This is an optimization exercise on Yosys and OpenROAD, whose aim is small area, not a production implementation.

==> flow/design.v <==
module seq_prog #(
  parameter int unsigned ADDR_WIDTH = 8,
  parameter int unsigned INST_WIDTH = 12,
  parameter int unsigned DEPTH      = 256
) (
  input  logic                  clock,
  input  logic                  reset,
  input  logic [INST_WIDTH-1:0] load_data,
  input  logic                  load_wen,
  input  logic                  load_done,
  input  logic                  run,
  input  logic                  clear,
  input  logic [ADDR_WIDTH-1:0] next,
  output logic [INST_WIDTH-1:0] inst,
  output logic                  inst_wen,
  output logic [ADDR_WIDTH:0]   length,
  output logic                  overflow,
  output logic                  halted,
  output logic                  ready
);
  localparam logic [1:0] StLoad  = 2'd0;
  localparam logic [1:0] StReady = 2'd1;
  localparam logic [1:0] StRun   = 2'd2;
  localparam logic [1:0] StHalt  = 2'd3;
  localparam logic [ADDR_WIDTH:0] FullLen = (ADDR_WIDTH + 1)'(DEPTH);
  logic [1:0]            state_q, state_d;
  logic [ADDR_WIDTH:0]   length_q, length_d;
  logic                  overflow_q, overflow_d;
  logic [INST_WIDTH-1:0] inst_q, inst_d;
  logic                  inst_wen_q, inst_wen_d;
  logic                  halted_q, halted_d;
  logic                  pol_q;
  logic                  mem_we;
  logic                  fetch;
  logic [INST_WIDTH-1:0] rd_word;
  logic [INST_WIDTH-1:0] mem_q [DEPTH];
  always_comb begin
    state_d    = state_q;
    length_d   = length_q;
    overflow_d = overflow_q;
    inst_d     = inst_q;
    inst_wen_d = 1'b0;
    halted_d   = halted_q;
    mem_we     = 1'b0;
    fetch      = 1'b0;
    if (clear) begin
      state_d    = StLoad;
      length_d   = '0;
      overflow_d = 1'b0;
      inst_d     = '0;
      halted_d   = 1'b0;
    end else begin
      case (state_q)
        StLoad: begin
          if (load_wen) begin
            if (length_q == FullLen) begin
              overflow_d = 1'b1;
            end else begin
              mem_we   = 1'b1;
              length_d = length_q + 1'b1;
            end
          end
          if (load_done) state_d = StReady;
        end
        StReady: fetch = run;
        StRun:   fetch = run;
        StHalt:  inst_d = '0;
        default: state_d = StLoad;
      endcase
      if (fetch) begin
        if ({1'b0, next} < length_q) begin
          inst_d     = rd_word;
          inst_wen_d = 1'b1;
          state_d    = StRun;
        end else begin
          inst_d   = '0;
          halted_d = 1'b1;
          state_d  = StHalt;
        end
      end
    end
  end
  always_ff @(posedge clock or negedge reset) begin
    if (!reset) begin
      state_q    <= StLoad;
      length_q   <= '0;
      overflow_q <= 1'b0;
      inst_q     <= '0;
      inst_wen_q <= 1'b0;
      halted_q   <= 1'b0;
      pol_q      <= 1'b0;
    end else begin
      state_q    <= state_d;
      length_q   <= length_d;
      overflow_q <= overflow_d;
      inst_q     <= inst_d;
      inst_wen_q <= inst_wen_d;
      halted_q   <= halted_d;
      pol_q      <= ~pol_q;
    end
  end
  localparam int unsigned Half = ADDR_WIDTH / 2;
  localparam int unsigned NHi  = DEPTH >> Half;
  localparam int unsigned NLo  = 1 << Half;
  logic [INST_WIDTH-1:0] wr_data;
  logic [NHi-1:0]        w_hi, w_hi_n;
  logic [NLo-1:0]        w_lo, w_lo_we_n;
  logic [DEPTH-1:0]      row_wr, row_nsel;
  assign wr_data = load_data ^ {INST_WIDTH{pol_q}};
  always_comb begin
    for (int g = 0; g < NHi; g++) begin
      w_hi[g]   = (length_q[ADDR_WIDTH:Half] == (ADDR_WIDTH + 1 - Half)'(g));
      w_hi_n[g] = ~w_hi[g];
    end
    for (int j = 0; j < NLo; j++) begin
      w_lo[j]      = (length_q[Half-1:0] == Half'(j));
      w_lo_we_n[j] = ~(w_lo[j] & mem_we);
    end
  end
  for (genvar r = 0; r < DEPTH; r++) begin : g_wrow
    seq_prog_nor2  u_wr   (.a(w_hi_n[r / NLo]), .b(w_lo_we_n[r % NLo]), .y(row_wr[r]));
    seq_prog_nand2 u_nsel (.a(w_hi[r / NLo]),   .b(w_lo[r % NLo]),      .y(row_nsel[r]));
  end
  always_ff @(posedge clock) begin
    for (int r = 0; r < DEPTH; r++) begin
      mem_q[r] <= ~((mem_q[r] | {INST_WIDTH{row_wr[r]}}) &
                    ({INST_WIDTH{row_nsel[r]}} | wr_data));
    end
  end
  localparam int unsigned N1 = (DEPTH + 2) / 3;    
  localparam int unsigned N2 = (N1 + 3) / 4;       
  localparam int unsigned N3 = (N2 + 1) / 2;       
  localparam int unsigned N4 = (N3 + 3) / 4;       
  logic [NHi-1:0]        r_hi_n;
  logic [NLo-1:0]        r_lo_n;
  logic [DEPTH-1:0]      rd_sel;
  logic [INST_WIDTH-1:0] rd_raw;
  always_comb begin
    for (int g = 0; g < NHi; g++) r_hi_n[g] = (next[ADDR_WIDTH-1:Half] != (ADDR_WIDTH - Half)'(g));
    for (int j = 0; j < NLo; j++) r_lo_n[j] = (next[Half-1:0] != Half'(j));
  end
  for (genvar r = 0; r < DEPTH; r++) begin : g_rrow
    seq_prog_nor2 u_sel (.a(r_hi_n[r / NLo]), .b(r_lo_n[r % NLo]), .y(rd_sel[r]));
  end
  for (genvar b = 0; b < INST_WIDTH; b++) begin : g_rd
    logic [3*N1-1:0] s1, d1;
    logic [N1-1:0]   t1;
    logic [4*N2-1:0] t1p;
    logic [N2-1:0]   t2;
    logic [2*N3-1:0] t2p;
    logic [N3-1:0]   t3;
    logic [4*N4-1:0] t3p;
    logic [N4-1:0]   t4;
    for (genvar i = 0; i < 3 * N1; i++) begin : g_in
      if (i < DEPTH) begin : g_row
        assign s1[i] = rd_sel[i];
        assign d1[i] = mem_q[i][b];
      end else begin : g_pad
        assign s1[i] = 1'b0;
        assign d1[i] = 1'b0;
      end
    end
    for (genvar k = 0; k < N1; k++) begin : g_l1
      seq_prog_aoi222 u (.a0(s1[3*k]), .b0(d1[3*k]), .a1(s1[3*k+1]), .b1(d1[3*k+1]),
                         .a2(s1[3*k+2]), .b2(d1[3*k+2]), .y(t1[k]));
    end
    assign t1p = {{(4*N2-N1){1'b1}}, t1};
    for (genvar k = 0; k < N2; k++) begin : g_l2
      seq_prog_nand4 u (.a(t1p[4*k]), .b(t1p[4*k+1]), .c(t1p[4*k+2]), .d(t1p[4*k+3]), .y(t2[k]));
    end
    assign t2p = {{(2*N3-N2){1'b0}}, t2};
    for (genvar k = 0; k < N3; k++) begin : g_l3
      seq_prog_nor2 u (.a(t2p[2*k]), .b(t2p[2*k+1]), .y(t3[k]));
    end
    assign t3p = {{(4*N4-N3){1'b1}}, t3};
    for (genvar k = 0; k < N4; k++) begin : g_l4
      seq_prog_nand4 u (.a(t3p[4*k]), .b(t3p[4*k+1]), .c(t3p[4*k+2]), .d(t3p[4*k+3]), .y(t4[k]));
    end
    assign rd_raw[b] = |t4;
  end
  assign rd_word = rd_raw ^ {INST_WIDTH{pol_q}};
  assign inst     = inst_q;
  assign inst_wen = inst_wen_q;
  assign length   = length_q;
  assign overflow = overflow_q;
  assign halted   = halted_q;
  assign ready    = (state_q == StReady) || (state_q == StRun);
endmodule
module seq_prog_nor2 (input logic a, b, output logic y);
  assign y = ~(a | b);
endmodule
module seq_prog_nand2 (input logic a, b, output logic y);
  assign y = ~(a & b);
endmodule
module seq_prog_nand4 (input logic a, b, c, d, output logic y);
  assign y = ~(a & b & c & d);
endmodule
module seq_prog_aoi222 (input logic a0, b0, a1, b1, a2, b2, output logic y);
  assign y = ~((a0 & b0) | (a1 & b1) | (a2 & b2));
endmodule
export LEC_CHECK = 0
export CAP_MARGIN = 20
export CORE_MARGIN = 2
export CORE_UTILIZATION = 50
export SLEW_MARGIN = 20
export SYNTH_HIERARCHICAL = 1
export SYNTH_MINIMUM_KEEP_SIZE = 0
create_clock -name core_clock -period 5.0 [get_ports {clock}]
standard.sh (not shown) runs the stock make flow with config.mk's settings and CLKGATE_MAP_FILE= SYNTH_SCRIPT=/design/flow/synth_recipe.tcl, a recipe that flattens the netlist after the stock synthesis.
==> flow/flow/run.sh <==
#!/bin/bash
# Layout flow: the standard ORFS flow (standard synthesis, floorplan, power grid, tap
# cells, placement, CTS, routing), with two changes passed to the ORFS scripts:
#  - port buffers use buf_2 instead of the default delay buffer,
#  - clock tree synthesis clusters more flip-flops per leaf buffer and inserts no dummy loads.
# The full make output goes to flow.log in this folder.
set -euo pipefail
export BUFFER_PORTS_ARGS="-buffer_cell sky130_fd_sc_hd__buf_2"
export CTS_ARGS="-sink_clustering_enable -repair_clock_nets -sink_clustering_size 30 -sink_clustering_max_diameter 60 -dont_use_dummy_load"
bash standard.sh finish > flow.log 2>&1
The starting point finished clean.
Change:
==> flow/run.sh (new file) <==
#!/bin/bash
# synth_recipe.tcl (not shown) runs the flow's synth.tcl, then flattens the netlist and writes it again
# the make line also repeats each setting of config.mk as NAME=value (left out here)
make -C /OpenROAD-flow-scripts/flow DESIGN_CONFIG=/design/flow/config.mk WORK_HOME=/design/flow/orfs CLKGATE_MAP_FILE= SYNTH_SCRIPT=/design/flow/synth_recipe.tcl finish
--- a/flow/config.mk
+++ b/flow/config.mk
@@ -8,5 +8,7 @@
 export CAP_MARGIN = 20
 export CORE_MARGIN = 2
-export CORE_UTILIZATION = 50
+export CORE_UTILIZATION = 60
+export CTS_CLUSTER_DIAMETER = 60
+export CTS_CLUSTER_SIZE = 30
 export SLEW_MARGIN = 20
 export SYNTH_HIERARCHICAL = 1
removed: flow/flow/run.sh
removed: flow/standard.sh
Outcome: With this change the flow finished with negative setup slack left. Via count rises by 2.0%. Design area climbs by 2.1%. Synthesized area does not change. Count of clock-buffer cells in the layout is higher by 11. Routed wire length drops by 1.6%. Non-clock buffer count came out higher by 136. Worst hold slack improves by 0.16 ns.
No run of this note included a check of the RTL's function; only the layout flow was run.

## static timing again, ports no longer ideal
The results above use ideal ports. As a check the final layouts listed here were re-extracted and re-timed, cells and wires unchanged.
Step 1 sets driving cells, clkbuf_16 on the clock port and buf_2 on the other inputs (assumed; they add their load-dependent delay and slew).
Step 2, shift: input delay + t, output delay - t, t = (earliest + latest rising clock arrival at the registers) / 2. This alone moves slack from input paths to output paths.
Three values: ideal ports, drivers, drivers and shift; two values: the first two.
run	t (ns)	setup slack, ns	clock arrival spread, ns	cell pins on the clock port's net
the first run	0.925	0.550 / 0.579 / -0.335	0.109 / 0.109	1
the second run	0.970	-0.097 / -0.041 / -1.011	0.052 / 0.052	1
With both steps, setup timing fails in the first run, where it was met with ideal ports. The setup slack of the second run, which loses most, moves by +0.056 ns with the drivers and by -0.914 ns with both steps.
